From an optimization exercise on the open Yosys and OpenROAD flow, aimed at small area, a short achievable clock period and few clock cycles per item; shortcuts taken in it are not production practice. At most, simulation tests tie the RTL to the original design; equivalence was not proved. The RTL of runs 1 and 2 was laid out without a check of its function. Power is estimated from default activity; no workload was simulated.

$ cat design/flow/run.sh
#!/bin/bash
# synth_recipe.tcl (not shown) runs the flow's synth.tcl, then flattens the netlist and writes it again
# the make line also repeats each setting of config.mk as NAME=value (left out here)
make -C /OpenROAD-flow-scripts/flow DESIGN_CONFIG=/design/flow/config.mk WORK_HOME=/design/flow/orfs CLKGATE_MAP_FILE= SYNTH_SCRIPT=/design/flow/synth_recipe.tcl finish
$ cat design/flow/constraint.sdc
create_clock -name core_clock -period 5.0 [get_ports {clock}]
set_input_delay 1.0000 -clock core_clock [delete_from_list [all_inputs] [get_ports {clock}]]
set_output_delay 1.0000 -clock core_clock [all_outputs]
set_load 0.01 [all_outputs]
$ cat design/flow/design.v
package sfd_pkg;
   localparam logic [2:0] ACT_RX_BYTE  = 3'd0;
   localparam logic [2:0] ACT_LINE_IDLE = 3'd1;
   localparam logic [2:0] ACT_LOAD     = 3'd2;
   localparam logic [2:0] ACT_TX_START = 3'd3;
   localparam logic [2:0] ACT_TX_READY = 3'd4;
   localparam logic [1:0] KIND_NONE     = 2'd0;
   localparam logic [1:0] KIND_LINE     = 2'd1;
   localparam logic [1:0] KIND_PAYLOAD  = 2'd2;
   localparam logic [1:0] KIND_COMPLETE = 2'd3;
   localparam logic [7:0] MARK_PING  = 8'hA8;
   localparam logic [7:0] MARK_START = 8'hAE;
   localparam logic [7:0] MARK_END   = 8'hAB;
   typedef enum logic [3:0] {
      RX_HUNT  = 4'b0001,
      RX_LEN   = 4'b0010,
      RX_DATA  = 4'b0100,
      RX_CHECK = 4'b1000
   } rx_phase_type;
   typedef enum logic [2:0] {
      TX_LEN  = 3'b001,
      TX_DATA = 3'b010,
      TX_END  = 3'b100
   } tx_phase_type;
   typedef struct packed {
      logic [1:0] kind;
      logic [7:0] out_byte;
      logic [7:0] position;
      logic [7:0] packet_length;
      logic       tx_busy;
   } rsp_type;
endpackage
module sfd_ram #(
   parameter int WIDTH = 8,
   parameter int DEPTH = 8
) (
   input  logic             clock,
   input  logic             wr_en,
   input  logic [WIDTH-1:0] wr_data,
   output logic [WIDTH-1:0] tap
);
   logic [WIDTH-1:0] slot_ff [DEPTH];
   always_ff @(posedge clock) begin
      slot_ff[0] <= wr_en ? wr_data : slot_ff[DEPTH-1];
      for (int i = 1; i < DEPTH; i++) begin
         slot_ff[i] <= slot_ff[i-1];
      end
   end
   assign tap = slot_ff[DEPTH-1];
endmodule
import sfd_pkg::*;
module serial_packet_framer_deframer_core #(
   parameter int TX_BUFFER_DEPTH = 256
) (
   input  logic       clock,
   input  logic       reset,
   input  logic       req_valid,
   output logic       req_ready,
   input  logic [2:0] req_action,
   input  logic [7:0] req_byte_value,
   input  logic [7:0] req_load_index,
   input  logic [7:0] req_tx_length,
   output logic       rsp_valid,
   input  logic       rsp_ready,
   output logic [1:0] rsp_kind,
   output logic [7:0] rsp_out_byte,
   output logic [7:0] rsp_position,
   output logic [7:0] rsp_packet_length,
   output logic       rsp_tx_busy
);
   localparam int SL   = 8;                        
   localparam int NSEG = TX_BUFFER_DEPTH / SL;     
   localparam int NPQ  = 8;                        
   localparam logic [1:0] RXP_HUNT  = 2'd0;
   localparam logic [1:0] RXP_LEN   = 2'd1;
   localparam logic [1:0] RXP_DATA  = 2'd2;
   localparam logic [1:0] RXP_CHECK = 2'd3;
   localparam logic [1:0] TXP_LEN  = 2'd0;
   localparam logic [1:0] TXP_DATA = 2'd1;
   localparam logic [1:0] TXP_END  = 2'd2;
   logic [2:0]   phase_ff;                         
   logic [1:0]   rx_phase_ff, rx_phase_in;
   logic [7:0]   rx_count_ff, rx_count_in;
   logic [7:0]   rx_position_ff, rx_position_in;
   logic         tx_active_ff, tx_active_in;
   logic [1:0]   tx_phase_ff, tx_phase_in;
   logic [7:0]   tx_count_ff, tx_count_in;
   logic [7:0]   tx_position_ff, tx_position_in;
   logic [7:0]   head_ff [SL];
   logic [7:0]   win_ff  [SL];
   logic [NPQ-1:0] pq_valid_ff, pq_valid_in;
   logic [7:0]   pq_idx_ff  [NPQ];
   logic [7:0]   pq_data_ff [NPQ];
   logic         pq_room_ff;
   logic         out_valid_ff;
   sfd_pkg::rsp_type out_ff, rsp_in;
   logic         out_take;
   logic         accept;
   logic         act_rx, act_idle, act_load, act_start, act_ready;
   assign out_take  = !out_valid_ff || rsp_ready;
   logic         ready_idle_ff;
   assign req_ready = ready_idle_ff || (pq_room_ff && rsp_ready);
   assign accept    = req_valid && req_ready && !reset;
   assign act_rx    = accept && (req_action == ACT_RX_BYTE);
   assign act_idle  = accept && (req_action == ACT_LINE_IDLE);
   assign act_load  = accept && (req_action == ACT_LOAD);
   assign act_start = accept && (req_action == ACT_TX_START);
   assign act_ready = accept && (req_action == ACT_TX_READY);
   logic         ring_load;
   assign ring_load = act_load && (req_load_index[7:3] != 5'd0);
   logic         pos_in_head;
   logic [7:0]   rd_byte;
   assign pos_in_head = (tx_position_ff[7:3] == 5'd0);
   logic         win_fwd_valid_ff;
   logic [2:0]   win_fwd_slot_ff;
   logic [7:0]   win_fwd_data_ff;
   assign rd_byte     = pos_in_head ? head_ff[tx_position_ff[2:0]]
                      : (win_fwd_valid_ff && (win_fwd_slot_ff == tx_position_ff[2:0]))
                        ? win_fwd_data_ff : win_ff[tx_position_ff[2:0]];
   always_comb begin
      rx_phase_in    = rx_phase_ff;
      rx_count_in    = rx_count_ff;
      rx_position_in = rx_position_ff;
      tx_active_in   = tx_active_ff;
      tx_phase_in    = tx_phase_ff;
      tx_count_in    = tx_count_ff;
      tx_position_in = tx_position_ff;
      rsp_in         = '0;
      if (act_rx) begin
         unique case (rx_phase_ff)
            RXP_HUNT: begin
               if (req_byte_value == MARK_PING) begin
                  rsp_in.kind     = KIND_LINE;
                  rsp_in.out_byte = MARK_PING;
               end else if (req_byte_value == MARK_START) begin
                  rx_phase_in = RXP_LEN;
               end
            end
            RXP_LEN: begin
               rx_count_in    = req_byte_value;
               rx_position_in = 8'd0;
               rx_phase_in    = (req_byte_value == 8'd0) ? RXP_CHECK : RXP_DATA;
            end
            RXP_DATA: begin
               rsp_in.kind     = KIND_PAYLOAD;
               rsp_in.out_byte = req_byte_value;
               rsp_in.position = rx_position_ff;
               rx_position_in  = rx_position_ff + 8'd1;
               if (rx_position_in == rx_count_ff) begin
                  rx_phase_in = RXP_CHECK;
               end
            end
            default: begin
               rsp_in.kind          = KIND_COMPLETE;
               rsp_in.packet_length = rx_count_ff;
               rx_phase_in          = RXP_HUNT;
            end
         endcase
      end
      if (act_idle) begin
         rx_phase_in = RXP_HUNT;
      end
      if (act_start) begin
         tx_active_in    = 1'b1;
         tx_phase_in     = TXP_LEN;
         tx_count_in     = req_tx_length;
         tx_position_in  = 8'd0;
         rsp_in.kind     = KIND_LINE;
         rsp_in.out_byte = MARK_START;
      end
      if (act_ready && tx_active_ff) begin
         rsp_in.kind = KIND_LINE;
         unique case (tx_phase_ff)
            TXP_LEN: begin
               rsp_in.out_byte = tx_count_ff;
               tx_phase_in     = (tx_count_ff != 8'd0) ? TXP_DATA : TXP_END;
            end
            TXP_DATA: begin
               rsp_in.out_byte = rd_byte;
               tx_position_in  = pos_inc;
               if (pos_inc == tx_count_ff) begin
                  tx_phase_in = TXP_END;
               end
            end
            default: begin
               rsp_in.out_byte = MARK_END;
               tx_active_in    = 1'b0;
            end
         endcase
      end
      rsp_in.tx_busy = tx_active_in;
   end
   logic [7:0]   tap [NSEG];
   logic         ring_wr_en;
   logic [4:0]   ring_wr_seg;
   logic [7:0]   ring_wr_data;
   assign tap[0] = 8'd0;
   for (genvar g = 1; g < NSEG; g++) begin : g_seg
      sfd_ram #(
         .WIDTH (8),
         .DEPTH (SL)
      ) u_seg (
         .clock   (clock),
         .wr_en   (ring_wr_en && (ring_wr_seg == 5'(g))),
         .wr_data (ring_wr_data),
         .tap     (tap[g])
      );
   end
   logic [4:0]   ref_seg_ff, ref_seg_in;
   logic [NSEG-1:1] ref_sel_ff;                    
   logic         ref_own_ff, ref_own_in;           
   logic [7:0]   ref_data;
   logic [2:0]   phase_inc;
   logic         consume;
   assign phase_inc = phase_ff + 3'd1;
   assign consume   = act_ready && tx_active_ff && (tx_phase_ff == TXP_DATA);
   logic [7:0]   pos_inc;
   logic [4:0]   pos_hi, pos_hi_p1, pos_hi_p2;
   logic [4:0]   ref_seg_stay, ref_seg_step;
   logic         ref_own_stay, ref_own_step;
   logic         pos_lo_max;
   assign pos_inc    = tx_position_ff + 8'd1;
   assign pos_hi     = tx_position_ff[7:3];
   assign pos_hi_p1  = pos_hi + 5'd1;
   assign pos_hi_p2  = pos_hi + 5'd2;
   assign pos_lo_max = (tx_position_ff[2:0] == 3'd7);
   always_comb begin
      if (pos_in_head) begin
         ref_seg_stay = 5'd1;
      end else begin
         ref_seg_stay = (phase_inc <= tx_position_ff[2:0]) ? pos_hi_p1 : pos_hi;
      end
      if (pos_lo_max) begin
         ref_seg_step = (phase_inc == 3'd0) ? pos_hi_p2 : pos_hi_p1;
      end else if (pos_in_head) begin
         ref_seg_step = 5'd1;
      end else begin
         ref_seg_step = ({1'b0, phase_inc} <= {1'b0, tx_position_ff[2:0]} + 4'd1) ? pos_hi_p1 : pos_hi;
      end
   end
   logic [NSEG+1:0]  pos_hi_oh;                    
   logic [NSEG-1:1]  ref_sel_stay, ref_sel_step, ref_sel_start;
   always_comb begin
      pos_hi_oh = '0;
      for (int g = 0; g < NSEG; g++) begin
         pos_hi_oh[g+2] = (pos_hi == 5'(g));
      end
      for (int g = 1; g < NSEG; g++) begin
         ref_sel_start[g] = (g == 1);
         if (pos_in_head) begin
            ref_sel_stay[g] = (g == 1);
         end else begin
            ref_sel_stay[g] = (phase_inc <= tx_position_ff[2:0]) ? pos_hi_oh[g+1] : pos_hi_oh[g+2];
         end
         if (pos_lo_max) begin
            ref_sel_step[g] = (phase_inc == 3'd0) ? pos_hi_oh[g] : pos_hi_oh[g+1];
         end else if (pos_in_head) begin
            ref_sel_step[g] = (g == 1);
         end else begin
            ref_sel_step[g] = ({1'b0, phase_inc} <= {1'b0, tx_position_ff[2:0]} + 4'd1)
                              ? pos_hi_oh[g+1] : pos_hi_oh[g+2];
         end
      end
   end
   assign ref_own_stay = !pos_in_head && (phase_inc == tx_position_ff[2:0]);
   assign ref_own_step = (!pos_in_head || pos_lo_max) && (phase_inc == pos_inc[2:0]);
   assign ref_seg_in   = act_start ? 5'd1 : consume ? ref_seg_step : ref_seg_stay;
   assign ref_own_in   = !act_start && (consume ? ref_own_step : ref_own_stay);
   logic [NPQ-1:0] pq_elig_ff, pq_elig_in;            
   logic [NPQ-1:0] pq_sel_ff, pq_sel, pq_due, pq_sel_in, pq_match, pq_hit;
   logic         ring_wr_en_ff;
   logic [4:0]   ring_wr_seg_ff, ring_wr_seg_in;
   logic [7:0]   ring_wr_data_ff, ring_wr_data_in;
   assign pq_sel       = pq_sel_ff;
   assign ring_wr_en   = ring_wr_en_ff;
   assign ring_wr_seg  = ring_wr_seg_ff;
   assign ring_wr_data = ring_wr_data_ff;
   always_comb begin
      logic       found;
      found           = 1'b0;
      ring_wr_data_in = 8'd0;
      ring_wr_seg_in  = 5'd0;
      for (int q = 0; q < NPQ; q++) begin
         pq_match[q]  = pq_valid_ff[q] && (pq_idx_ff[q] == req_load_index);
         pq_due[q]    = pq_valid_ff[q] && !pq_sel_ff[q] && (pq_idx_ff[q][2:0] == phase_inc);
         pq_sel_in[q] = pq_due[q] && !found;
         found        = found || pq_due[q];
         ring_wr_data_in = ring_wr_data_in | ({8{pq_sel_in[q]}}
                           & ((ring_load && pq_match[q]) ? req_byte_value : pq_data_ff[q]));
         ring_wr_seg_in  = ring_wr_seg_in  | ({5{pq_sel_in[q]}} & pq_idx_ff[q][7:3]);
      end
   end
   always_comb begin
      logic [7:0] fwd;
      fwd          = 8'd0;
      for (int q = 0; q < NPQ; q++) begin
         pq_hit[q]    = pq_elig_ff[q] && (pq_idx_ff[q][7:3] == ref_seg_ff);
         fwd          = fwd | ({8{pq_hit[q]}} & pq_data_ff[q]);
      end
      ref_data   = fwd;
      if (!(|pq_hit)) begin
         for (int g = 1; g < NSEG; g++) begin
            ref_data = ref_data | ({8{ref_sel_ff[g]}} & tap[g]);
         end
      end
   end
   logic [NPQ-1:0] pq_alloc;
   logic [7:0]     pq_idx_in [NPQ];
   logic           pq_room_next;
   always_comb begin
      logic       taken;
      logic       due_next;
      logic [NPQ-1:0] free;
      logic [NPQ-1:0] one, two;                  
      taken        = 1'b0;
      due_next     = 1'b0;
      for (int q = 0; q < NPQ; q++) begin
         pq_alloc[q] = ring_load && !(|pq_match)
                       && (!pq_valid_ff[q] || pq_sel[q]) && !taken;
         taken       = taken || !pq_valid_ff[q] || pq_sel[q];
         pq_valid_in[q] = (pq_valid_ff[q] && !pq_sel[q])
                          || (ring_load && pq_match[q]) || pq_alloc[q];
         pq_idx_in[q]   = pq_alloc[q] ? req_load_index : pq_idx_ff[q];
         pq_elig_in[q]  = pq_valid_in[q] && (pq_idx_in[q][2:0] == phase_inc);
         free[q]        = !pq_valid_ff[q] || pq_sel[q];
         due_next       = due_next || pq_due[q];
      end
      one = free;
      two = '0;
      for (int w = 1; w < NPQ; w = w * 2) begin
         for (int q = 0; q + w < NPQ; q = q + 2 * w) begin
            two[q] = two[q] || two[q+w] || (one[q] && one[q+w]);
            one[q] = one[q] || one[q+w];
         end
      end
      pq_room_next = due_next || two[0] || (one[0] && !ring_load);
   end
   logic [4:0]   wb_hi, wb_hi_p1;
   logic [2:0]   wb_lo;
   logic         load_in_win;
   assign wb_hi       = pos_in_head ? 5'd1 : pos_hi;
   assign wb_hi_p1    = pos_in_head ? 5'd2 : pos_hi_p1;
   assign wb_lo       = pos_in_head ? 3'd0 : tx_position_ff[2:0];
   assign load_in_win = ring_load
                        && (((req_load_index[7:3] == wb_hi) && (req_load_index[2:0] >= wb_lo))
                         || ((req_load_index[7:3] == wb_hi_p1) && (req_load_index[2:0] < wb_lo)));
   always_ff @(posedge clock) begin
      phase_ff   <= phase_inc;
      ref_seg_ff <= ref_seg_in;
      ref_sel_ff <= act_start ? ref_sel_start : consume ? ref_sel_step : ref_sel_stay;
      ready_idle_ff <= pq_room_next && (reset || !(out_take ? accept : out_valid_ff));
      win_fwd_valid_ff <= load_in_win;
      win_fwd_slot_ff  <= req_load_index[2:0];
      win_fwd_data_ff  <= req_byte_value;
      ref_own_ff <= ref_own_in;
      pq_room_ff <= pq_room_next;
      if (reset) begin
         out_valid_ff <= 1'b0;
      end else if (out_take) begin
         out_valid_ff <= accept;
      end
      if (out_take) begin
         out_ff <= rsp_in;
      end
      if (reset) begin
         rx_phase_ff  <= RXP_HUNT;
         tx_active_ff <= 1'b0;
      end else begin
         rx_phase_ff  <= rx_phase_in;
         tx_active_ff <= tx_active_in;
      end
      rx_count_ff    <= rx_count_in;
      rx_position_ff <= rx_position_in;
      tx_phase_ff    <= tx_phase_in;
      tx_count_ff    <= tx_count_in;
      tx_position_ff <= tx_position_in;
   end
   always_ff @(posedge clock) begin
      pq_valid_ff <= pq_valid_in;
      pq_elig_ff  <= pq_elig_in;
      pq_sel_ff   <= pq_sel_in;
      ring_wr_en_ff   <= |pq_due;
      ring_wr_seg_ff  <= ring_wr_seg_in;
      ring_wr_data_ff <= ring_wr_data_in;
      for (int q = 0; q < NPQ; q++) begin
         if ((ring_load && pq_match[q]) || pq_alloc[q]) begin
            pq_data_ff[q] <= req_byte_value;
         end
         pq_idx_ff[q] <= pq_idx_in[q];
      end
   end
   always_ff @(posedge clock) begin
      for (int i = 0; i < SL; i++) begin
         if (act_load && (req_load_index == 8'(i))) begin
            head_ff[i] <= req_byte_value;
         end
         if (win_fwd_valid_ff && (win_fwd_slot_ff == 3'(i))
             && !(consume && !pos_in_head && (tx_position_ff[2:0] == 3'(i)))) begin
            win_ff[i] <= win_fwd_data_ff;
         end else if ((phase_ff == 3'(i)) && (!ref_own_ff || consume)) begin
            win_ff[i] <= ref_data;
         end
      end
   end
   assign rsp_valid         = out_valid_ff;
   assign rsp_kind          = out_ff.kind;
   assign rsp_out_byte      = out_ff.out_byte;
   assign rsp_position      = out_ff.position;
   assign rsp_packet_length = out_ff.packet_length;
   assign rsp_tx_busy       = out_ff.tx_busy;
endmodule
$ cat design/flow/config.mk
export PLATFORM = sky130hd
export DESIGN_NAME = serial_packet_framer_deframer_core
export DESIGN_NICKNAME = serial_packet_framer_deframer_core
export VERILOG_FILES = /design/flow/design.v
export SDC_FILE = /design/flow/constraint.sdc
export NUM_CORES = 4
export LEC_CHECK = 0
export ABC_CLOCK_PERIOD_IN_PS = 2500
export CAP_MARGIN = 20
export CORE_MARGIN = 2
export CORE_UTILIZATION = 55
export CTS_CLUSTER_DIAMETER = 120
export CTS_CLUSTER_SIZE = 28
export SETUP_SLACK_MARGIN = 2.5
export SLEW_MARGIN = 20
==> results.ini, run 1 <==
[outcome]
status=no timing/DRC/antenna violations

[detailed_routing]
wl_per_cell_um=24.8
first_iter_violations=3472
drc=0
vias=35500
final_antenna_net_count=0
wl_um=161000
viasPerCell=5.46
dr.pass1.iters=10

[sta]
fin_crit_ns=3.04
tightest_slew_ns=1.21
max_freq_mhz=329
fin_hold_ws_ns=0.318
drv_slew=0
hold_viol_final=0
slew_headroom_pct=19.5
skew_ns=0.0343
fin_tns_setup_ns=0
min_period_over_period_pct=60.7
rsz0062_at_grt=true
finalSetupViolCount=0

[worst_setup_path]
startpoint_type=flip-flop
worst_setup_path_end_kind=flip-flop
cp_max_fo=6
cp_slowest_cell=nor4_4
worstSetupPathType=flip-flop to flip-flop
regToRegSetupSlack_ns=1.96
critPathRequiredTime_ns=5.61
worst_ep_arrival_time_ns=3.65
r2r_start=phase_ff[0]
rr_endpoint=ring_wr_seg_ff[0]
worstPathCellList=clkinvlp_4 -> ha_4 -> buf_6 -> xor2_2 -> or4_4 -> inv_8 -> nor4_4 -> nand3_4 -> nor2_4 -> nand2_1 -> o211ai_1 -> a221o_1
startpoint=phase_ff[0]
worstRegToRegCells=12
max_stage_delay_ns=0.45

[global_route]
grt_usage_pct=25.7
grt_pass1_vias=33300
antenna_found_initial=9
grt_first_pass_wirelength_um=229000
grt-ovfl-total=0
grt_max_degree=41

[logic_synthesis]
synth_cells=4503
yosys.area_share.adder_pct=0.646
synth-seq-cells=2397
synth_simple_gate_area_share_pct=5.15
synth_warnings=15
synth_cell_types=76
synth_xor_area_share_pct=2.57
synth.area.mux_share_pct=7.04
ys_top_cells_by_area=dfxtp_1, edfxtp_1, mux2_2
async_reset_ff_share_pct=0
syn_avg_cell_area_sq_um=14.6
ys_seq_area_share_pct=77.2
syn-num-nets=4568
synth.largest_area_cell=dfxtp_1
synth-main-ff-cell=dfxtp_1
synth-compound-area-share_pct=5.95
syn_area_sq_um=65900
synth_top_family_by_area=multiplexers
yosysTopAreaCellShare_pct=64.3
synth-edff-count=283

[clock_network]
cts_tree=built
root_buffer=clkbuf_16
clkSinkCount=2397
clk_pin_slew_ns=0.12
cts_made_buffers=95
htreeDepth=3
cts_buffer_depth=3
worst_skew_pair.late_latency_ns=0.72
cts_hold_buf=0

[flow_run]
cap_viol_max_count=0

[floorplanning]
io_pins=60
placementRows=126
die_h_um=350
coreArea_sq_um=118000
die_x_um=350
start_util_pct=55.6
die-area_sq_um=123000

[min_path]
hp-class=flip-flop to flip-flop
hold_end=g_seg[18].u_seg.slot_ff[5][4]
hold_depth=0
min-delay-start=g_seg[18].u_seg.slot_ff[4][4]

[placed_design]
portBuffers=59
globalplace.congestion=0.871
dp_hpwl_um=101000

[pwr]
p_per_area_nw_per_um2=372
ir_drop_mv=0.381
power_mw=28.7
p_leak_nw=30.6

[layout]
n_fill_cell=8525
most-common-layout-cells=dfxtp_1, edfxtp_1, buf_4, mux2_2, nand2_1
area_growth_pct=17.4
drive_above_1_share_pct=26.6
nets=4943
final_common_cell=dfxtp_1

[cell families (layout without fill, tap and decap cells)]
logic type      Yosys count  count (layout)
simple gates            686             691
xor+xnor                193             193
flops                  2397            2397
other cells               0               3
buf+inv                 238             628
compound gates          535             538
mux                     420             420
fa+ha+maj                34              34
[power by group]
| group | internal [mW] | total, mW | leakage (nW) | switching [mW] |
|---|---|---|---|---|
| registers | 19.4 | 19.4 | 19.7 | 0.0186 |
| logic | 0.100 | 0.233 | 9.64 | 0.133 |
| clock network | 3.65 | 9.09 | 1.26 | 5.44 |
| total | 23.2 | 28.7 | 30.6 | 5.59 |
[worst max-delay path: cells and delay by family (launching register included)]
kind,cells,cell delay (ns)
adder cells (fa/ha/maj),1,0.40
AO/OA/AOI/OAI,2,0.47
flip-flops,1,0.42
XOR/XNOR,1,0.17
AND/OR/NAND/NOR,5,1.14
buffers and inverters,3,0.31
[cells in the mapped netlist, types with 4 or more instances]
cell,instances
dfxtp_1,2114
mux2_2,340
edfxtp_1,283
nand2_1,196
nor2_1,178
clkbuf_1,159
xnor2_1,128
o21ai_0,115
a221oi_1,82
mux2i_1,79
a22o_1,73
a21oi_1,72
xor2_1,65
nand4_1,59
nand3_1,55
a22oi_1,51
inv_1,35
ha_1,34
a222oi_1,29
nor3_1,29
and2_1,28
nand2b_1,28
o22ai_1,27
nor2b_1,22
nor4_1,20
buf_2,19
or4_1,19
o211ai_1,12
and3_1,11
o32ai_1,10
a21o_1,9
a2bb2oi_1,9
buf_1,9
or3_1,7
a221o_1,6
buf_4,6
o31ai_1,6
or2_2,6
and4_1,5
buf_6,5
a31oi_1,4
and2_0,4
o22a_1,4
[routing by layer]
layer	up-vias	track usage, %	routed length, um
met5	-	0	0
met1	17700	40.2	77900
met2	1209	37.7	68700
met3	250	3.63	10300
li1	16300	-	-
met4	0	6.25	4390
[registers in the layout (all words and copies together) (netlist names), 3 cells and up]
signal and count:
pq_idx_ff 64, ring_wr_seg_ff 5, win_fwd_data_ff 8, head_ff 64, win_fwd_slot_ff 3, phase_ff 3
rx_count_ff 8, g_seg.u_seg.slot_ff 1984, pq_data_ff 64, pq_sel_ff 8, tx_position_ff 8, ref_seg_ff 5
tx_count_ff 8, pq_elig_ff 8, pq_valid_ff 8, out_ff 27, rx_position_ff 8, win_ff 64
ring_wr_data_ff 8, ref_sel_ff 31
[how the worst max path moves through the flow]
| stage | slack [ns] | depth (start not counted) | end |
|---|---|---|---|
| global placement | 0.34 | 10 | pq_elig_ff[1] |
| floorplan | 1.64 | 10 | pq_elig_ff[7] |
| detailed placement | 0.35 | 10 | pq_elig_ff[1] |
| global route | 1.96 | 12 | ring_wr_seg_ff[0] |
| CTS | 2.09 | 12 | ring_wr_seg_ff[0] |
| finish | 1.96 | 12 | ring_wr_seg_ff[0] |
[stage by stage]
step	setup slack, ns	area (sq um)	utilization, %	instances
6_report	1.96	77300	65.3	6504
3_3_place_gp	0.336	69100	58.4	6056
2_1_floorplan	1.64	67000	-	4503
3_5_place_dp	0.350	69100	58.4	6056
5_1_grt	1.96	77300	65.3	6501
4_1_cts	2.09	75200	63.5	6382
[timing repair]
item / CTS / global route
pin swaps: 153 / 161
gates cloned: 11 / 12
setup endpoints to repair: 464 / 323
buffers inserted: 195 / 105
gates resized for setup: 487 / 241
[cell type report]
type | instances | area [sq um] | area share (%)
inverter | 39 | 206 | 0.267
clock buffer | 116 | 2520 | 3.26
clock inverter | 4 | 75.1 | 0.0971
timing repair buffer | 469 | 4760 | 6.15
antenna | 3 | 7.51 | 0.00971
sequential | 2397 | 50900 | 65.9
tap | 1600 | 2000 | 2.59
multi-input combinational | 1876 | 16800 | 21.8
==> run 2: changes to the inputs <==
--- a/design/flow/config.mk
+++ b/design/flow/config.mk
@@ -11,5 +11,5 @@
 export CORE_UTILIZATION = 55
 export CTS_CLUSTER_DIAMETER = 120
 export CTS_CLUSTER_SIZE = 28
-export SETUP_SLACK_MARGIN = 2.5
+export SETUP_SLACK_MARGIN = 2.0
 export SLEW_MARGIN = 20
==> results.ini, run 2 <==
[worst_setup_path]
cp_max_fo=6  ; unchanged
startpoint_type=flip-flop
worst_setup_path_end_kind=flip-flop
worstSetupPathType=flip-flop to flip-flop
worstPathCellList=ha_4 -> ha_4 -> buf_12 -> buf_12 -> xnor2_4 -> nor4_2 -> buf_4 -> nor4_4 -> nand3_2 -> nor2_1 -> buf_4 -> nand2_1 -> o211ai_1 -> a221o_1
worst_ep_arrival_time_ns=3.66  ; about the same
worst-path-buf-inv=4  ; +1
cp_slowest_cell=nor4_4
max_stage_delay_ns=0.44  ; about the same
critPathRequiredTime_ns=5.59  ; -0.02 ns
cpLargestDelayFamily=simple AND/OR/NAND/NOR gates

[clock_network]
cts_buffer_depth=3  ; unchanged
cts_tree=built
htreeDepth=3  ; unchanged
worst_skew_pair.late_latency_ns=0.71  ; about the same
clkSinkCount=2397  ; unchanged
root_buffer=clkbuf_16
cts_made_buffers=95  ; unchanged
clk_pin_slew_ns=0.12  ; about the same

[logic_synthesis]
ys_top_cells_by_area=dfxtp_1, edfxtp_1, mux2_2
syn_area_sq_um=65900  ; unchanged
syn_avg_cell_area_sq_um=14.6  ; unchanged
synth_cells=4503  ; unchanged
yosysMostFrequentCell=dfxtp_1
syn-num-nets=4568  ; unchanged
synth_cell_types=76  ; unchanged
yosysTopAreaCellShare_pct=64.3  ; unchanged
synth-main-ff-cell=dfxtp_1
async_reset_ff_share_pct=0  ; unchanged
synth-seq-cells=2397  ; unchanged
synth_common_cells=dfxtp_1, mux2_2, edfxtp_1
synth-edff-count=283  ; unchanged
ys_seq_area_share_pct=77.2  ; unchanged
synth.largest_area_cell=dfxtp_1
synth_warnings=15  ; unchanged

[sta]
min_period_over_period_pct=61.4  ; +0.62 points
hold_viol_final=0  ; unchanged
slew_headroom_pct=23.2  ; +3.8 points
max_freq_mhz=326  ; -1.0%
fin_tns_setup_ns=0  ; unchanged
tightest_slew_ns=1.15  ; -0.0563 ns
finalSetupViolCount=0  ; unchanged
skew_ns=0.0344  ; +0.000151 ns
fin_crit_ns=3.07  ; +0.0311 ns
rsz0062_at_grt=true
drv_slew=0  ; unchanged
fin_ws_ns=1.93  ; -0.0311 ns

[detailed_routing]
viasPerCell=5.41  ; -0.92%
drc=0  ; unchanged
wl_per_cell_um=24.7  ; -0.56%
final_antenna_net_count=0  ; unchanged
first_iter_violations=3398  ; -2.1%
vias=34100  ; -4.1%
dr.pass1.iters=9  ; -1
wl_um=155000  ; -3.8%

[min_path]
hp-class=flip-flop to flip-flop

[pwr]
switching_share_pct=19.4  ; -0.052 points
ir_drop_mv=0.345  ; -9.3%
p_per_area_nw_per_um2=391  ; +5.2%
power_mw=28.6  ; -0.38%
comb_power_share_pct=0.7  ; about the same
p_switching_mw=5.56  ; -0.65%
clockPowerShare_pct=31.5  ; about the same
p_leak_nw=28.8  ; -6.0%
power.share.sequential_pct=67.8  ; +0.2 points
internal_power_mw=23.1  ; -0.32%

[flow_run]
cap_viol_max_count=0  ; unchanged

[layout]
most-common-layout-cells=dfxtp_1, mux2_2, edfxtp_1, nand2_1, buf_4
area_growth_pct=11.2
largest_register_ffs=1984  ; unchanged
final_common_cell=dfxtp_1
nets=4736  ; -4.2%
drive_above_1_share_pct=18.2  ; -8.4 points
top_register=g_seg.u_seg.slot_ff

[outcome]
status=no timing/DRC/antenna violations

[global_route]
grt-ovfl-total=0  ; unchanged
grt_pass1_vias=32500  ; -2.4%
grt_first_pass_wirelength_um=224000  ; -2.2%
grt_max_degree=57  ; +39%
antenna_found_initial=6  ; -3
grt_usage_pct=25.1  ; -0.64 points

[floorplanning]
start_util_pct=55.6  ; unchanged
die-area_sq_um=123000  ; unchanged
placementRows=126  ; unchanged
coreArea_sq_um=118000  ; unchanged
die_x_um=350  ; unchanged
die_h_um=350  ; unchanged
io_pins=60  ; unchanged

[placed_design]
dp_hpwl_um=102000  ; +1.5%
preCtsSetupSlack_ns=0.355  ; +0.00555 ns
globalplace.congestion=0.893  ; +2.6%
portBuffers=59  ; unchanged

[run 2: cell types whose count changed in the layout (fill, tap and decap cells not counted), sizes merged, moves of 2 or more]
cell           before  now
clkbuf            124  122
buf               409  204
dlygate4sd2        30    4
o211a               5    3
clkdlybuf4s50      14   44
dlymetal6s2s        1    3
and2               36   32
clkinv              2    4
inv                36   33
[run 2: metrics by stage]
step                instances  utilization [%]  hold slack [ns]  cell area [sq um]
floorplan                4503                -            0.310              66400
global placement         6082             58.2            0.310              68900
detailed placement       6082             58.2            0.312              68900
CTS                      6257             61.3            0.305              72600
global route             6293             61.9            0.318              73200
finish                   6295             61.9            0.311              73200
[run 2: path summary, 6_finish.rpt]
kind | depth (start not counted) | start | endpoint | slack (ns)
setup / recovery | 14 | phase_ff[0] | ring_wr_seg_ff[1] | 1.93
hold / removal | 0 | g_seg[29].u_seg.slot_ff[1][5] | g_seg[29].u_seg.slot_ff[2][5] | 0.31
setup reg to reg | 14 | phase_ff[0] | ring_wr_seg_ff[1] | 1.93
hold reg to reg | 0 | g_seg[29].u_seg.slot_ff[1][5] | g_seg[29].u_seg.slot_ff[2][5] | 0.31
[run 2: metal layers]
layer	GRT usage, %	vias to the layer above	part of all wire (%)
met5	0	-	0
met4	6.64	0	2.4
met3	2.58	208	5.3
met2	36.9	1020	43
met1	39.4	17000	49
li1	-	15900	-
[run 2: cells by family after synthesis]
family / synth area share [%]
XOR/XNOR: 2.57
AO/OA/AOI/OAI: 5.95
multiplexers: 7.04
flip-flops: 77.2
AND/OR/NAND/NOR: 5.15
adder cells (fa/ha/maj): 0.646
buffers and inverters: 1.49
[run 2: area by class of cell]
type | count | area (sq um)
inverters | 39 | 170
clock buffers | 115 | 2520
clock inverters | 3 | 55.1
repair buffers | 268 | 2530
flip-flops and latches | 2397 | 50900
well taps | 1600 | 2000
multi-input cells | 1870 | 15100
fillers | 9037 | 45200
diodes | 3 | 7.51
[run 2: timing repair]
item,4_1_cts,5_1_grt
hold buffers,0,0
resized for setup,183,86
pin swaps,42,34
setup endpoints to repair,366,186
gates cloned,4,4
setup buffers,53,31
[run 2: power by group through the flow]
stage | clock network [mW] | logic [mW] | registers, mW
after global routing | 9.88 | 0.200 | 19.4
after floorplan | 0 | 0.0843 | 19.9
final | 9.02 | 0.189 | 19.4
after detailed placement | 0 | 0.167 | 19.9
after global placement | 0 | 0.167 | 19.9
after CTS | 9.25 | 0.177 | 19.4
==> run 3: changes to the inputs <==
--- a/design/flow/design.v
+++ b/design/flow/design.v
@@ -212,7 +212,8 @@
    logic [7:0]   ref_data;
    logic [2:0]   phase_inc;
    logic         consume;
-   assign phase_inc = phase_ff + 3'd1;
+   logic [2:0]   phase_inc_ff;
+   assign phase_inc = phase_inc_ff;
    assign consume   = act_ready && tx_active_ff && (tx_phase_ff == TXP_DATA);
    logic [7:0]   pos_inc;
    logic [4:0]   pos_hi, pos_hi_p1, pos_hi_p2;
@@ -268,6 +269,7 @@
    assign ref_own_in   = !act_start && (consume ? ref_own_step : ref_own_stay);
    logic [NPQ-1:0] pq_elig_ff, pq_elig_in;            
    logic [NPQ-1:0] pq_sel_ff, pq_sel, pq_due, pq_sel_in, pq_match, pq_hit;
+   logic         pq_direct;
    logic         ring_wr_en_ff;
    logic [4:0]   ring_wr_seg_ff, ring_wr_seg_in;
    logic [7:0]   ring_wr_data_ff, ring_wr_data_in;
@@ -289,6 +291,11 @@
                            & ((ring_load && pq_match[q]) ? req_byte_value : pq_data_ff[q]));
          ring_wr_seg_in  = ring_wr_seg_in  | ({5{pq_sel_in[q]}} & pq_idx_ff[q][7:3]);
       end
+      pq_direct = ring_load && !(|pq_match) && !found && (req_load_index[2:0] == phase_inc);
+      if (pq_direct) begin
+         ring_wr_data_in = req_byte_value;
+         ring_wr_seg_in  = req_load_index[7:3];
+      end
    end
    always_comb begin
       logic [7:0] fwd;
@@ -297,8 +304,11 @@
          pq_hit[q]    = pq_elig_ff[q] && (pq_idx_ff[q][7:3] == ref_seg_ff);
          fwd          = fwd | ({8{pq_hit[q]}} & pq_data_ff[q]);
       end
+      if (ring_wr_en_ff && (ring_wr_seg_ff == ref_seg_ff)) begin
+         fwd = fwd | ring_wr_data_ff;
+      end
       ref_data   = fwd;
-      if (!(|pq_hit)) begin
+      if (!(|pq_hit) && !(ring_wr_en_ff && (ring_wr_seg_ff == ref_seg_ff))) begin
          for (int g = 1; g < NSEG; g++) begin
             ref_data = ref_data | ({8{ref_sel_ff[g]}} & tap[g]);
          end
@@ -315,7 +325,7 @@
       taken        = 1'b0;
       due_next     = 1'b0;
       for (int q = 0; q < NPQ; q++) begin
-         pq_alloc[q] = ring_load && !(|pq_match)
+         pq_alloc[q] = ring_load && !(|pq_match) && !pq_direct
                        && (!pq_valid_ff[q] || pq_sel[q]) && !taken;
          taken       = taken || !pq_valid_ff[q] || pq_sel[q];
          pq_valid_in[q] = (pq_valid_ff[q] && !pq_sel[q])
@@ -345,7 +355,8 @@
                         && (((req_load_index[7:3] == wb_hi) && (req_load_index[2:0] >= wb_lo))
                          || ((req_load_index[7:3] == wb_hi_p1) && (req_load_index[2:0] < wb_lo)));
    always_ff @(posedge clock) begin
-      phase_ff   <= phase_inc;
+      phase_ff     <= phase_ff + 3'd1;
+      phase_inc_ff <= phase_ff + 3'd2;
       ref_seg_ff <= ref_seg_in;
       ref_sel_ff <= act_start ? ref_sel_start : consume ? ref_sel_step : ref_sel_stay;
       ready_idle_ff <= pq_room_next && (reset || !(out_take ? accept : out_valid_ff));
@@ -379,7 +390,7 @@
       pq_valid_ff <= pq_valid_in;
       pq_elig_ff  <= pq_elig_in;
       pq_sel_ff   <= pq_sel_in;
-      ring_wr_en_ff   <= |pq_due;
+      ring_wr_en_ff   <= (|pq_due) || pq_direct;
       ring_wr_seg_ff  <= ring_wr_seg_in;
       ring_wr_data_ff <= ring_wr_data_in;
       for (int q = 0; q < NPQ; q++) begin
--- a/design/flow/config.mk
+++ b/design/flow/config.mk
@@ -10,6 +10,6 @@
 export CORE_MARGIN = 2
 export CORE_UTILIZATION = 55
 export CTS_CLUSTER_DIAMETER = 120
-export CTS_CLUSTER_SIZE = 28
+export CTS_CLUSTER_SIZE = 26
 export SETUP_SLACK_MARGIN = 2.0
 export SLEW_MARGIN = 20
==> results.ini, run 3 <==
[clock_network]
root_buffer=clkbuf_16
cts_made_buffers=103  ; +8.4%
worst_skew_pair.late_latency_ns=0.73  ; +0.02 ns
htreeDepth=3  ; unchanged
cts_hold_buf=0  ; unchanged
clk_pin_slew_ns=0.11  ; about the same
clkSinkCount=2400  ; +0.13%
cts_buffer_depth=3  ; unchanged
cts_tree=built

[layout]
top_register=g_seg.u_seg.slot_ff
largest_register_ffs=1984  ; unchanged
most-common-layout-cells=dfxtp_1, mux2_2, edfxtp_1, nor2_1, buf_4
area_growth_pct=11.6
nets=4834  ; +2.1%
final_common_cell=dfxtp_1
final_core_util_pct=61.6  ; -0.26 points
drive_above_1_share_pct=18.6  ; +0.36 points

[detailed_routing]
wl_um=157000  ; +1.2%
first_iter_violations=3334  ; -1.9%
drc=0  ; unchanged
viasPerCell=5.43  ; +0.31%
dr.pass1.iters=6  ; -3
final_antenna_net_count=0  ; unchanged
wl_per_cell_um=24.5  ; -0.55%
vias=34800  ; +2.1%

[worst_setup_path]
startpoint_type=input port
cp_max_fo=4  ; -2
worst-path-stages=14  ; unchanged
worstRegToRegCells=7  ; -7
regToRegSetupSlack_ns=1.95  ; +0.02 ns
worst_setup_path_end_kind=flip-flop
worstPathCellList=clkdlybuf4s15_2 -> or4_1 -> nor2_4 -> nand4b_1 -> buf_6 -> nor3_4 -> nand4b_4 -> buf_6 -> buf_12 -> nor4_4 -> buf_4 -> mux2_4 -> a22oi_2 -> and3b_1
cpLargestDelayFamily=simple AND/OR/NAND/NOR gates
worst_ep_arrival_time_ns=3.74  ; +0.08 ns
cp_common_cell=buf_6
rr_endpoint=win_ff[4][0]
worst-path-buf-inv=5  ; +1
cp_slowest_cell=or4_1
worstSetupPathType=input port to flip-flop
max_stage_delay_ns=0.58  ; +0.14 ns
critPathRequiredTime_ns=5.66  ; +0.07 ns
r2r_start=ref_sel_ff[26]

[global_route]
grt_use_met2_pct=37.3  ; +0.42 points
grt_first_pass_wirelength_um=225000  ; +0.67%
met3_usage_pct=3.03  ; +0.45 points
grt-ovfl-total=0  ; unchanged
grt_max_degree=51  ; -11%
gr-usage-met1_pct=38.9  ; -0.50 points
grt_pass1_vias=33100  ; +1.8%
top_usage_layer=met1
antenna_found_initial=7  ; +1
grt_usage_pct=25.2  ; +0.16 points

[sta]
min_period_over_period_pct=61.7  ; +0.30 points
slew_headroom_pct=23.3  ; +0.14 points
finalSetupViolCount=0  ; unchanged
hold_viol_final=0  ; unchanged
fin_crit_ns=3.08  ; +0.0151 ns
skew_ns=0.0385  ; +0.00405 ns
tightest_slew_ns=1.15  ; -0.00204 ns
rsz0062_at_grt=true
max_freq_mhz=324  ; -0.49%
fin_tns_setup_ns=0  ; unchanged
fin_ws_ns=1.92  ; -0.0151 ns
drv_slew=0  ; unchanged

[placed_design]
portBuffers=59  ; unchanged
dp_hpwl_um=103000  ; +1.1%
preCtsSetupSlack_ns=0.458  ; +0.103 ns
globalplace.congestion=0.917  ; +2.7%

[min_path]
hp-class=flip-flop to flip-flop
min-delay-start=g_seg[21].u_seg.slot_ff[3][5]
hold_end=g_seg[21].u_seg.slot_ff[4][5]
hold_depth=0  ; unchanged

[logic_synthesis]
async_reset_ff_share_pct=0  ; unchanged
synth-edff-count=283  ; unchanged
ys_top_cells_by_area=dfxtp_1, edfxtp_1, mux2_2
synth_common_cells=dfxtp_1, mux2_2, edfxtp_1
synth-main-ff-cell=dfxtp_1
synth.largest_area_cell=dfxtp_1
syn_area_sq_um=66000  ; +0.19%
syn_avg_cell_area_sq_um=14.4  ; -1.7%
synth_cell_types=70  ; -7.9%
ys_seq_area_share_pct=77.1  ; about the same
syn-num-nets=4653  ; +1.9%
yosysMostFrequentCell=dfxtp_1
yosysTopAreaCellShare_pct=64.2  ; about the same
synth-seq-cells=2400  ; +0.13%
synth_cells=4589  ; +1.9%
synth_warnings=15  ; unchanged

[flow_run]
cap_viol_max_count=0  ; unchanged

[pwr]
p_leak_nw=28.5  ; -1.1%
p_per_area_nw_per_um2=417  ; +6.8%
ir_drop_mv=0.365  ; +5.8%
power_mw=30.7  ; +7.3%

[floorplanning]
coreArea_sq_um=119000  ; +0.93%
start_util_pct=55.2  ; -0.41 points
die-area_sq_um=123000  ; +0.19%
placementRows=127  ; +0.79%
die_x_um=350  ; about the same
die_h_um=350  ; about the same
io_pins=60  ; unchanged

[outcome]
status=no timing/DRC/antenna violations

run 3: cell types whose count changed after synthesis, sizes merged, moves of 9 or more:
| cell | previous run | this run |
|---|---|---|
| xnor2 | 128 | 117 |
| nor3 | 29 | 42 |
| o22ai | 27 | 18 |
| a21oi | 72 | 98 |
| a221oi | 82 | 94 |
| mux2 | 341 | 359 |
| inv | 37 | 55 |
| o32ai | 10 | 0 |
| nor2 | 179 | 222 |
| o21ai | 115 | 144 |
| mux2i | 79 | 39 |
| or4 | 19 | 2 |
run 3: worst reg2reg max path, stage by stage, from the launching register on:
cell and delay [ns]:
dfxtp_1 0.61, a22o_1 0.33, a221oi_1 0.76, nand4_1 0.21
o21ai_2 0.31, nand4_1 0.12, buf_4 0.21, mux2_2 0.28
run 3: worst max-delay path by stage:
stage / slack [ns] / endpoint / startpoint
2_1_floorplan: 1.68 / pq_elig_ff[1] / rsp_ready
3_3_place_gp: 0.49 / pq_elig_ff[5] / req_load_index[0]
3_5_place_dp: 0.46 / pq_elig_ff[5] / req_load_index[0]
4_1_cts: 1.98 / pq_elig_ff[5] / req_load_index[4]
5_1_grt: 1.88 / pq_elig_ff[5] / req_load_index[3]
6_report: 1.92 / pq_elig_ff[5] / req_load_index[4]
run 3: timing repair:
item | 4_1_cts | 5_1_grt
setup buffers | 37 | 46
endpoints found under the hold margin | 0 | 0
gates resized for setup | 195 | 87
endpoints found under the setup margin | 388 | 225
gates cloned | 4 | 3
pin swaps | 28 | 26
run 3: area by class of cell:
cell class              count  area [sq um]
diodes                      1          2.50
clock buffers             123          2670
clock inverters             6           103
fillers                  9264         45900
inverters                  58           229
multi-input cells        1926         15000
flip-flops and latches   2400         51000
well taps                1612          2020
repair buffers            281          2650
run 3: per-stage QoR:
stage | cell area, sq um | hold slack (ns) | instances
after floorplan | 66200 | 0.310 | 4589
after global placement | 69000 | 0.310 | 6187
after detailed placement | 69000 | 0.312 | 6187
after CTS | 72800 | 0.306 | 6357
after global routing | 73600 | 0.321 | 6406
final | 73600 | 0.303 | 6407
run 3: layer usage:
layer	up-vias	routed length, um
met1	17300	77300
met4	0	4400
met3	218	8620
met5	-	0
met2	1106	66800
li1	16100	-
run 3: cells by family (layout without fill, tap and decap cells):
family | count (synthesis) | in the layout | synth area share [%]
fa+ha+maj | 34 | 34 | 0.641
compound gates | 574 | 575 | 6.09
simple gates | 732 | 732 | 5.36
buf+inv | 264 | 468 | 1.60
flops | 2400 | 2400 | 77.1
other cells | 0 | 1 | 0
mux | 398 | 398 | 6.72
xor+xnor | 187 | 187 | 2.48
run 3: power by group:
part           total, mW  switching [mW]  leakage, nW  internal [mW]
clock               9.38            5.55         1.35           3.83
sequential          20.1           0.297         19.7           19.8
combinational       1.24           0.829         7.36          0.416
Testbench counts of run 3, summed over its fixed seeds: cycles 32,008, items 32,000.
==> run 4: changes to the inputs <==
--- a/design/flow/design.v
+++ b/design/flow/design.v
@@ -267,7 +267,6 @@
    assign ref_own_step = (!pos_in_head || pos_lo_max) && (phase_inc == pos_inc[2:0]);
    assign ref_seg_in   = act_start ? 5'd1 : consume ? ref_seg_step : ref_seg_stay;
    assign ref_own_in   = !act_start && (consume ? ref_own_step : ref_own_stay);
-   logic [NPQ-1:0] pq_elig_ff, pq_elig_in;            
    logic [NPQ-1:0] pq_sel_ff, pq_sel, pq_due, pq_sel_in, pq_match, pq_hit;
    logic         pq_direct;
    logic         ring_wr_en_ff;
@@ -301,7 +300,7 @@
       logic [7:0] fwd;
       fwd          = 8'd0;
       for (int q = 0; q < NPQ; q++) begin
-         pq_hit[q]    = pq_elig_ff[q] && (pq_idx_ff[q][7:3] == ref_seg_ff);
+         pq_hit[q]    = pq_valid_ff[q] && (pq_idx_ff[q] == {ref_seg_ff, phase_ff});
          fwd          = fwd | ({8{pq_hit[q]}} & pq_data_ff[q]);
       end
       if (ring_wr_en_ff && (ring_wr_seg_ff == ref_seg_ff)) begin
@@ -331,7 +330,6 @@
          pq_valid_in[q] = (pq_valid_ff[q] && !pq_sel[q])
                           || (ring_load && pq_match[q]) || pq_alloc[q];
          pq_idx_in[q]   = pq_alloc[q] ? req_load_index : pq_idx_ff[q];
-         pq_elig_in[q]  = pq_valid_in[q] && (pq_idx_in[q][2:0] == phase_inc);
          free[q]        = !pq_valid_ff[q] || pq_sel[q];
          due_next       = due_next || pq_due[q];
       end
@@ -388,7 +386,6 @@
    end
    always_ff @(posedge clock) begin
       pq_valid_ff <= pq_valid_in;
-      pq_elig_ff  <= pq_elig_in;
       pq_sel_ff   <= pq_sel_in;
       ring_wr_en_ff   <= (|pq_due) || pq_direct;
       ring_wr_seg_ff  <= ring_wr_seg_in;
--- a/design/flow/config.mk
+++ b/design/flow/config.mk
@@ -8,7 +8,7 @@
 export ABC_CLOCK_PERIOD_IN_PS = 2500
 export CAP_MARGIN = 20
 export CORE_MARGIN = 2
-export CORE_UTILIZATION = 55
+export CORE_UTILIZATION = 65
 export CTS_CLUSTER_DIAMETER = 120
 export CTS_CLUSTER_SIZE = 26
 export SETUP_SLACK_MARGIN = 2.0
==> results.ini, run 4 <==
[outcome]
status=no timing/DRC/antenna violations

[worst_setup_path]
cp_max_fo=5  ; +1
worstRegToRegCells=7  ; unchanged
critPathRequiredTime_ns=5.61  ; -0.05 ns
worstSetupPathType=flip-flop to flip-flop
regToRegSetupSlack_ns=1.94  ; about the same
startpoint=pq_valid_ff[1]
worst_setup_path_end_kind=flip-flop
startpoint_type=flip-flop
worst_ep_arrival_time_ns=3.67  ; -0.07 ns
r2r_start=pq_valid_ff[1]
rr_endpoint=ready_idle_ff
crit_end=ready_idle_ff

[sta]
finalSetupViolCount=0  ; unchanged
drv_slew=0  ; unchanged
min_period_over_period_pct=61.2  ; -0.48 points
skew_ns=0.0402  ; +0.00173 ns
fin_tns_setup_ns=0  ; unchanged
tightest_slew_ns=1.18  ; +0.0288 ns
rsz0062_at_grt=true
slew_headroom_pct=21.4  ; -1.9 points
hold_viol_final=0  ; unchanged
max_freq_mhz=327  ; +0.78%
fin_crit_ns=3.06  ; -0.0239 ns
fin_hold_ws_ns=0.310  ; +0.00642 ns

[layout]
multi_input_area_sq_um=14200  ; -5.3%
largest_register_ffs=1984  ; unchanged
drive_above_1_share_pct=18.4  ; -0.22 points
area_growth_pct=10.8
final_common_cell=dfxtp_1
nets=4594  ; -5.0%
final_core_util_pct=72.3  ; +11 points
regArea_sq_um=51000  ; +0.15%
top_register=g_seg.u_seg.slot_ff
n_fill_cell=6393  ; -31%
most-common-layout-cells=dfxtp_1, mux2_2, edfxtp_1, buf_4, xnor2_1

[floorplanning]
die-area_sq_um=103000  ; -16%
start_util_pct=65.2  ; +10 points
die_h_um=320  ; -8.6%
coreArea_sq_um=99700  ; -17%
placementRows=116  ; -8.7%
die_x_um=320  ; -8.6%
io_pins=60  ; unchanged

[logic_synthesis]
synth_common_cells=dfxtp_1, mux2_2, edfxtp_1
syn-num-nets=4399  ; -5.5%
synth.largest_area_cell=dfxtp_1
yosysMostFrequentCell=dfxtp_1
syn_area_sq_um=65100  ; -1.4%
syn_avg_cell_area_sq_um=15.0  ; +4.4%
yosysTopAreaCellShare_pct=64.2  ; -0.074 points
ys_top_cells_by_area=dfxtp_1, edfxtp_1, mux2_2
synth-edff-count=307  ; +8.5%
synth_cells=4335  ; -5.5%
async_reset_ff_share_pct=0  ; unchanged
synth-seq-cells=2392  ; -0.33%
synth-main-ff-cell=dfxtp_1
ys_seq_area_share_pct=78.3  ; +1.2 points
synth_warnings=15  ; unchanged
synth_cell_types=79  ; +13%

[clock_network]
root_buffer=clkbuf_16
cts_hold_buf=0  ; unchanged
worst_skew_pair.late_latency_ns=0.73  ; about the same
clk_pin_slew_ns=0.11  ; about the same
cts_buffer_depth=3  ; unchanged
htreeDepth=3  ; unchanged
cts_made_buffers=101  ; -1.9%
clkSinkCount=2392  ; -0.33%
cts_tree=built

[placed_design]
globalplace.congestion=0.938  ; +2.3%
dp_hpwl_um=98100  ; -4.9%
portBuffers=59  ; unchanged

[pwr]
p_leak_nw=27.9  ; -2.0%
power_mw=29.3  ; -4.5%
p_per_area_nw_per_um2=407  ; -2.5%
ir_drop_mv=0.422  ; +16%

[detailed_routing]
final_antenna_net_count=0  ; unchanged
vias=33700  ; -3.0%
wl_um=151000  ; -4.1%
wl_per_cell_um=25.8  ; +5.0%
drc=0  ; unchanged
dr.pass1.iters=6  ; unchanged
viasPerCell=5.77  ; +6.2%
first_iter_violations=3616  ; +8.5%

[global_route]
grt_usage_pct=28.9  ; +3.6 points
grt_first_pass_wirelength_um=216000  ; -4.1%
antenna_found_initial=5  ; -2
grt-ovfl-total=0  ; unchanged
grt_pass1_vias=32200  ; -2.8%
grt_max_degree=39  ; -24%

[min_path]
hp-class=flip-flop to flip-flop

[flow_run]
cap_viol_max_count=0  ; unchanged

[run 4: changes by cell type after synthesis, sizes merged, moves of 31 or more]
cell,change
o21ai,-66
dfxtp,-32
nor2,-84
nand2,-48
a21oi,-46
clkbuf,-35
o22ai,+31
[run 4: final cells by class]
class	instances	share of cell area, %
Sequential cell	2392	70.8
Multi-Input combinational cell	1729	19.7
Clock buffer	121	3.64
Timing Repair Buffer	262	3.35
Tap cell	1298	2.25
Inverter	44	0.241
Clock inverter	4	0.0781
Antenna cell	1	0.00347
[run 4: what timing repair did]
item	CTS	global route
gates cloned	0	6
buffers inserted	35	48
pin swaps	28	23
endpoints found under the setup margin	377	326
resized for setup	128	93
[run 4: cells by family (layout without fill, tap and decap cells)]
family                     Yosys count  after routing  share of synthesized area (%)
DFF                               2392           2392                           78.3
and+or+nand+nor                    619            620                           4.79
AOI/OAI and AO/OA                  482            482                           5.53
muxes                              394            394                           6.71
buffers and inverters              215            431                           1.31
xor gates and xnor gates           200            200                           2.69
adders and majority gates           33             33                          0.635
other                                0              1                              0
[run 4: critical path, cell delays in order, from the launching register on]
cell,delay [ns]
dfxtp_1,0.41
nor2b_1,0.68
nand2_1,0.16
nor2_1,0.61
o21ai_0,0.16
nor3_1,0.55
buf_4,0.29
nor2_1,0.06
[run 4: per-layer routing]
metal | wire, um | track usage (%) | vias to the layer above
met2 | 64600 | 42.5 | 1287
met3 | 10200 | 4.31 | 289
met4 | 5200 | 9.26 | 0
met1 | 70700 | 44.2 | 16700
met5 | 0 | 0 | -
li1 | - | - | 15400
[run 4: how the worst min path moves through the flow]
| stage | from | to | cells past startpoint |
|---|---|---|---|
| 2_1_floorplan | g_seg[10].u_seg.slot_ff[0][0] | g_seg[10].u_seg.slot_ff[1][0] | 0 |
| 3_3_place_gp | g_seg[26].u_seg.slot_ff[4][1] | g_seg[26].u_seg.slot_ff[5][1] | 0 |
| 3_5_place_dp | g_seg[14].u_seg.slot_ff[0][2] | g_seg[14].u_seg.slot_ff[1][2] | 0 |
| 4_1_cts | g_seg[11].u_seg.slot_ff[6][5] | g_seg[11].u_seg.slot_ff[7][5] | 0 |
| 5_1_grt | g_seg[11].u_seg.slot_ff[6][5] | g_seg[11].u_seg.slot_ff[7][5] | 0 |
| 6_report | g_seg[11].u_seg.slot_ff[4][5] | g_seg[11].u_seg.slot_ff[5][5] | 0 |
[run 4: power breakdown]
part           internal (mW)  switching, mW  total (mW)
clock network           3.73           5.40        9.13
registers               19.5         0.0954        19.6
logic                  0.226          0.410       0.636
total                   23.4           5.90        29.3
[run 4: per-stage QoR]
stage | area, sq um | worst slack (ns) | cells
after CTS | 71300 | 1.90 | 5796
after global routing | 72100 | 1.86 | 5850
after floorplan | 65400 | 1.78 | 4335
final | 72100 | 1.94 | 5851
after global placement | 67700 | 0.749 | 5635
after detailed placement | 67800 | 0.671 | 5636
Testbench counts of run 4, summed over its fixed seeds: cycles 32,008, items 32,000.
==> run 5: changes to the inputs <==
--- a/design/flow/config.mk
+++ b/design/flow/config.mk
@@ -8,7 +8,7 @@
 export ABC_CLOCK_PERIOD_IN_PS = 2500
 export CAP_MARGIN = 20
 export CORE_MARGIN = 2
-export CORE_UTILIZATION = 65
+export CORE_UTILIZATION = 55
 export CTS_CLUSTER_DIAMETER = 120
 export CTS_CLUSTER_SIZE = 26
 export SETUP_SLACK_MARGIN = 2.0
==> results.ini, run 5 <==
[outcome]
status=no timing/DRC/antenna violations

[detailed_routing]
drc=0  ; unchanged
viasPerCell=5.47  ; -5.1%
wl_um=153000  ; +1.5%
final_antenna_net_count=0  ; unchanged
vias=33400  ; -1.1%
dr.pass1.iters=8  ; +2
first_iter_violations=3079  ; -15%
wl_per_cell_um=25.1  ; -2.6%

[logic_synthesis]
yosysMostFrequentCell=dfxtp_1
synth-compound-area-share_pct=5.53  ; unchanged
synth-main-ff-cell=dfxtp_1
synth_cells=4335  ; unchanged
synth.largest_area_cell=dfxtp_1
synth_cell_types=79  ; unchanged
synth.area.mux_share_pct=6.71  ; unchanged
synth_xor_area_share_pct=2.69  ; unchanged
synth-edff-count=307  ; unchanged
ys_seq_area_share_pct=78.3  ; unchanged
syn-num-nets=4399  ; unchanged
synth_common_cells=dfxtp_1, mux2_2, edfxtp_1
synth_top_family_by_area=multiplexers
synth-seq-cells=2392  ; unchanged
yosys.area_share.adder_pct=0.635  ; unchanged
yosysTopAreaCellShare_pct=64.2  ; unchanged
synth_simple_gate_area_share_pct=4.79  ; unchanged
syn_avg_cell_area_sq_um=15.0  ; unchanged
async_reset_ff_share_pct=0  ; unchanged
synth_warnings=15  ; unchanged
syn_area_sq_um=65100  ; unchanged
ys_top_cells_by_area=dfxtp_1, edfxtp_1, mux2_2

[pwr]
ir_drop_mv=0.329  ; -22%
p_leak_nw=28.0  ; +0.53%
p_per_area_nw_per_um2=407  ; about the same

[layout]
top_register=g_seg.u_seg.slot_ff
final_common_cell=dfxtp_1
most-common-layout-cells=dfxtp_1, mux2_2, edfxtp_1, buf_4, xnor2_1
largest_register_ffs=1984  ; unchanged
area_growth_pct=11.6
stdcell_area_sq_um=72600  ; +0.66%
drive_above_1_share_pct=18.8  ; +0.43 points
nets=4602  ; +0.17%

[floorplanning]
die-area_sq_um=121000  ; +18%
die_h_um=348  ; +8.6%
placementRows=126  ; +8.6%
start_util_pct=55.2  ; -10 points
io_pins=60  ; unchanged
die_x_um=348  ; +8.6%
coreArea_sq_um=118000  ; +18%

[sta]
rsz0062_at_grt=false
slew_headroom_pct=26.2  ; +4.8 points
tightest_slew_ns=1.11  ; -0.0734 ns
hold_viol_final=0  ; unchanged
fin_crit_ns=3.03  ; -0.0332 ns
min_period_over_period_pct=60.5  ; -0.66 points
fin_tns_setup_ns=0  ; unchanged
fin_hold_ws_ns=0.298  ; -0.0116 ns
drv_slew=0  ; unchanged
finalSetupViolCount=0  ; unchanged
max_freq_mhz=331  ; +1.1%
skew_ns=0.0579  ; +0.0177 ns

[worst_setup_path]
worst_ep_arrival_time_ns=3.50  ; -0.17 ns
cp_max_fo=8  ; +3
critPathRequiredTime_ns=5.48  ; -0.13 ns
worst_setup_path_end_kind=flip-flop
startpoint_type=flip-flop
worstSetupPathType=flip-flop to flip-flop

[flow_run]
cap_viol_max_count=0  ; unchanged

[clock_network]
cts_made_buffers=101  ; unchanged
worst_skew_pair.late_latency_ns=0.74  ; about the same
root_buffer=clkbuf_16
clkSinkCount=2392  ; unchanged
htreeDepth=3  ; unchanged
cts_buffer_depth=3  ; unchanged
cts_tree=built
clk_pin_slew_ns=0.12  ; about the same

[global_route]
grt_pass1_vias=31700  ; -1.5%
grt_usage_pct=24.8  ; -4.0 points
grt_max_degree=35  ; -10%
grt_first_pass_wirelength_um=219000  ; +1.2%
grt-ovfl-total=0  ; unchanged
antenna_found_initial=4  ; -1

[placed_design]
dpl-instance-area_sq_um=68100  ; +0.46%
globalplace.congestion=0.890  ; -5.2%
portBuffers=59  ; unchanged
dp_hpwl_um=100000  ; +2.1%

[min_path]
hp-class=flip-flop to flip-flop

-- run 5: final cells by class --
class / instances / area, sq um
multi-input cells: 1729 / 14200
flip-flops and latches: 2392 / 51000
inverters: 44 / 183
diodes: 4 / 10.0
well taps: 1536 / 1920
fillers: 8881 / 45200
clock inverters: 7 / 155
repair buffers: 270 / 2520
clock buffers: 118 / 2590
-- run 5: cells by family (layout without fill, tap and decap cells) --
logic type | Yosys count | in the layout
DFF | 2392 | 2392
and+or+nand+nor | 619 | 620
AOI/OAI and AO/OA | 482 | 482
muxes | 394 | 394
buffers and inverters | 215 | 439
xor gates and xnor gates | 200 | 200
adders and majority gates | 33 | 33
other | 0 | 4
-- run 5: per-stage QoR --
stage | instances | total power [mW] | utilization, % | setup WS [ns]
after floorplan | 4335 | 20.3 | - | 1.78
after global placement | 5875 | 20.6 | 57.8 | 0.749
after detailed placement | 5875 | 20.6 | 57.8 | 0.655
after CTS | 6045 | 29.7 | 61.0 | 2.00
after global routing | 6096 | 30.5 | 61.6 | 1.98
final | 6100 | 29.5 | 61.6 | 1.97
-- run 5: path summary, 6_finish.rpt --
kind | start | to | slack (ns) | cells after the start
setup / recovery | ref_sel_ff[16] | win_ff[6][7] | 1.97 | 6
hold / removal | g_seg[30].u_seg.slot_ff[2][6] | g_seg[30].u_seg.slot_ff[3][6] | 0.30 | 0
setup reg to reg | ref_sel_ff[16] | win_ff[6][7] | 1.97 | 6
hold reg to reg | g_seg[30].u_seg.slot_ff[2][6] | g_seg[30].u_seg.slot_ff[3][6] | 0.30 | 0
-- run 5: layer usage --
metal,vias to the layer above,routed length [um],GRT usage (%)
met5,-,0,0
met4,0,4070,6.90
met3,221,9470,3.55
met2,1052,65200,36.8
met1,16700,74300,38.0
li1,15400,-,-
-- run 5: power breakdown --
part | internal [mW] | switching, mW | total [mW]
clock | 3.73 | 5.55 | 9.29
combinational | 0.252 | 0.429 | 0.680
sequential | 19.5 | 0.0944 | 19.6
-- run 5: critical path: stages, from the launching register on --
cell and delay (ns):
dfxtp_1 0.70, a221oi_2 0.61, nand4_1 0.43, o21ai_2 0.42, nand4_1 0.12, buf_4 0.20, mux2_2 0.27
-- run 5: repair_timing --
item,in CTS,in global routing
cloned,0,7
buffers inserted,45,43
setup endpoints to repair,346,283
hold buffers,0,0
pin swaps,29,26
resized for setup,147,77
==> run 6: changes to the inputs <==
--- a/design/flow/config.mk
+++ b/design/flow/config.mk
@@ -8,8 +8,9 @@
 export ABC_CLOCK_PERIOD_IN_PS = 2500
 export CAP_MARGIN = 20
 export CORE_MARGIN = 2
-export CORE_UTILIZATION = 55
+export CORE_UTILIZATION = 50
 export CTS_CLUSTER_DIAMETER = 120
 export CTS_CLUSTER_SIZE = 26
+export PLACE_DENSITY = 0.65
 export SETUP_SLACK_MARGIN = 2.0
 export SLEW_MARGIN = 20
==> results.ini, run 6 <==
[floorplanning]
die_x_um=365  ; +4.8%
die_h_um=365  ; +4.8%
io_pins=60  ; unchanged
coreArea_sq_um=129000  ; +9.8%
die-area_sq_um=133000  ; +9.9%
placementRows=132  ; +4.8%

[layout]
final_common_cell=dfxtp_1
most-common-layout-cells=dfxtp_1, mux2_2, edfxtp_1, buf_4, xnor2_1
top_register=g_seg.u_seg.slot_ff
drive_above_1_share_pct=18.0  ; -0.79 points
final_cells=6273  ; +2.8%
area_growth_pct=11.3
nets=4571  ; -0.67%
n_fill_cell=10200  ; +15%
largest_register_ffs=1984  ; unchanged

[logic_synthesis]
synth_common_cells=dfxtp_1, mux2_2, edfxtp_1
synth_cells=4335  ; unchanged
synth.largest_area_cell=dfxtp_1
synth_cell_types=79  ; unchanged
syn_area_sq_um=65100  ; unchanged
syn_avg_cell_area_sq_um=15.0  ; unchanged
syn-num-nets=4399  ; unchanged
yosysMostFrequentCell=dfxtp_1
synth-edff-count=307  ; unchanged
yosysTopAreaCellShare_pct=64.2  ; unchanged
synth-seq-cells=2392  ; unchanged

[pwr]
p_leak_nw=27.8  ; -0.99%
p_per_area_nw_per_um2=408  ; +0.15%
ir_drop_mv=0.299  ; -9.1%

[clock_network]
cts_tree=built
clkSinkCount=2392  ; unchanged
root_buffer=clkbuf_16
cts_made_buffers=101  ; unchanged
htreeDepth=3  ; unchanged
worst_skew_pair.late_latency_ns=0.77  ; +0.03 ns

[global_route]
grt-ovfl-total=0  ; unchanged
grt_usage_pct=22.5  ; -2.3 points
grt_max_degree=35  ; unchanged
grt_first_pass_wirelength_um=218000  ; -0.17%
antenna_found_initial=6  ; +2

[placed_design]
dp.cells=6094  ; +3.7%
dp_hpwl_um=101000  ; +1.2%
portBuffers=59  ; unchanged

[sta]
finalSetupViolCount=0  ; unchanged
fin_tns_setup_ns=0  ; unchanged
fin_crit_ns=3.00  ; -0.0223 ns
hold_viol_final=0  ; unchanged
tightest_slew_ns=1.18  ; +0.0762 ns
slew_headroom_pct=21.2  ; -5.0 points
fin_hold_ws_ns=0.315  ; +0.0173 ns
skew_ns=0.0559  ; -0.00202 ns
min_period_over_period_pct=60.1  ; -0.45 points
rsz0062_at_grt=true
max_freq_mhz=333  ; +0.74%

[detailed_routing]
viasPerCell=5.33  ; -2.6%
first_iter_violations=3537  ; +15%
vias=33400  ; +0.20%
wl_per_cell_um=24.3  ; -3.3%
wl_um=152000  ; -0.51%
dr.pass1.iters=7  ; -1
drc=0  ; unchanged

[min_path]
hp-class=flip-flop to flip-flop

[worst_setup_path]
worst_setup_path_end_kind=flip-flop
critPathRequiredTime_ns=5.49  ; about the same
cp_max_fo=8  ; unchanged
worst_ep_arrival_time_ns=3.49  ; about the same
worstSetupPathType=flip-flop to flip-flop
max_stage_delay_ns=0.90  ; +0.20 ns
cp_slowest_cell=a222oi_1

[outcome]
status=no timing/DRC/antenna violations

[flow_run]
cap_viol_max_count=0  ; unchanged

==> run 6: cell count changes in the layout (fill, tap and decap cells not counted), moves of 4 or more <==
cell / previous run / this run
nor2_4: 3 / 8
buf_12: 15 / 10
dlymetal6s2s_1: 8 / 4
a221oi_2: 24 / 19
a221oi_1: 56 / 60
xor2_1: 54 / 58
nor2_1: 115 / 121
buf_6: 12 / 5
buf_4: 176 / 162
xor2_2: 5 / 1
nor2_2: 20 / 9
==> run 6: final timing paths <==
| path | slack, ns | startpoint | endpoint | cells past startpoint |
|---|---|---|---|---|
| hold reg to reg | 0.32 | g_seg[10].u_seg.slot_ff[1][7] | g_seg[10].u_seg.slot_ff[2][7] | 0 |
| hold / removal | 0.32 | g_seg[10].u_seg.slot_ff[1][7] | g_seg[10].u_seg.slot_ff[2][7] | 0 |
| setup / recovery | 2.00 | ref_sel_ff[2] | win_ff[1][6] | 5 |
| setup reg to reg | 2.00 | ref_sel_ff[2] | win_ff[1][6] | 5 |
==> run 6: cells by family (layout without fill, tap and decap cells) <==
kind of cell / after synthesis / after routing / share of synthesized area (%)
muxes: 394 / 394 / 6.71
other: 0 / 3 / 0
xor gates and xnor gates: 200 / 200 / 2.69
and+or+nand+nor: 619 / 620 / 4.79
adders and majority gates: 33 / 33 / 0.635
buffers and inverters: 215 / 407 / 1.31
DFF: 2392 / 2392 / 78.3
AOI/OAI and AO/OA: 482 / 482 / 5.53
==> run 6: report_power, final <==
group	internal, mW	leakage, nW	switching (mW)
registers	19.5	19.7	0.115
logic	0.227	6.72	0.407
clock network	3.78	1.34	5.50
==> run 6: what timing repair did <==
| item | in CTS | in global routing |
|---|---|---|
| gates cloned | 0 | 4 |
| setup buffers | 26 | 22 |
| resized for setup | 142 | 53 |
| endpoints found under the hold margin | 0 | 0 |
| pin swaps | 24 | 20 |
| setup endpoints to repair | 346 | 239 |
==> run 6: through the flow <==
| stage | utilization (%) | setup WS [ns] | cell area [sq um] |
|---|---|---|---|
| after floorplan | - | 1.78 | 65400 |
| after global placement | 52.9 | 0.754 | 68400 |
| after detailed placement | 52.9 | 0.646 | 68400 |
| after CTS | 55.6 | 1.98 | 72000 |
| after global routing | 56.0 | 1.98 | 72400 |
| final | 56.0 | 2.00 | 72400 |
==> run 6: cell type report <==
class	instances	area [sq um]	area share, %
sequential	2392	51000	70.5
multi-input combinational	1729	14100	19.5
clock buffer	119	2640	3.64
tap	1742	2180	3.01
timing repair buffer	239	2120	2.93
inverter	44	174	0.240
clock inverter	5	126	0.175
antenna	3	7.51	0.0104
==> run 6: critical path, delay by kind of cell, from the launching register on <==
kind / cells / cell delay [ns]
compound gates: 2 / 1.27
simple gates: 2 / 0.70
flops: 1 / 0.43
mux: 1 / 0.35
==> run 6: layer usage <==
metal,vias up,track usage (%),part of all wire [%]
met5,-,0,0
met3,248,3.41,7.0
met2,1246,33.3,43
met1,16600,33.8,47
li1,15400,-,-
met4,0,7.38,3.1

Re-timed with assumed drivers on the ports (clkbuf_16 on the clock, buf_2 on other inputs), run 6 has 1.997 ns of setup slack against 1.997 ns with ideal ports, and 1.297 ns once port delays also move by the mid clock arrival of 0.813 ns.
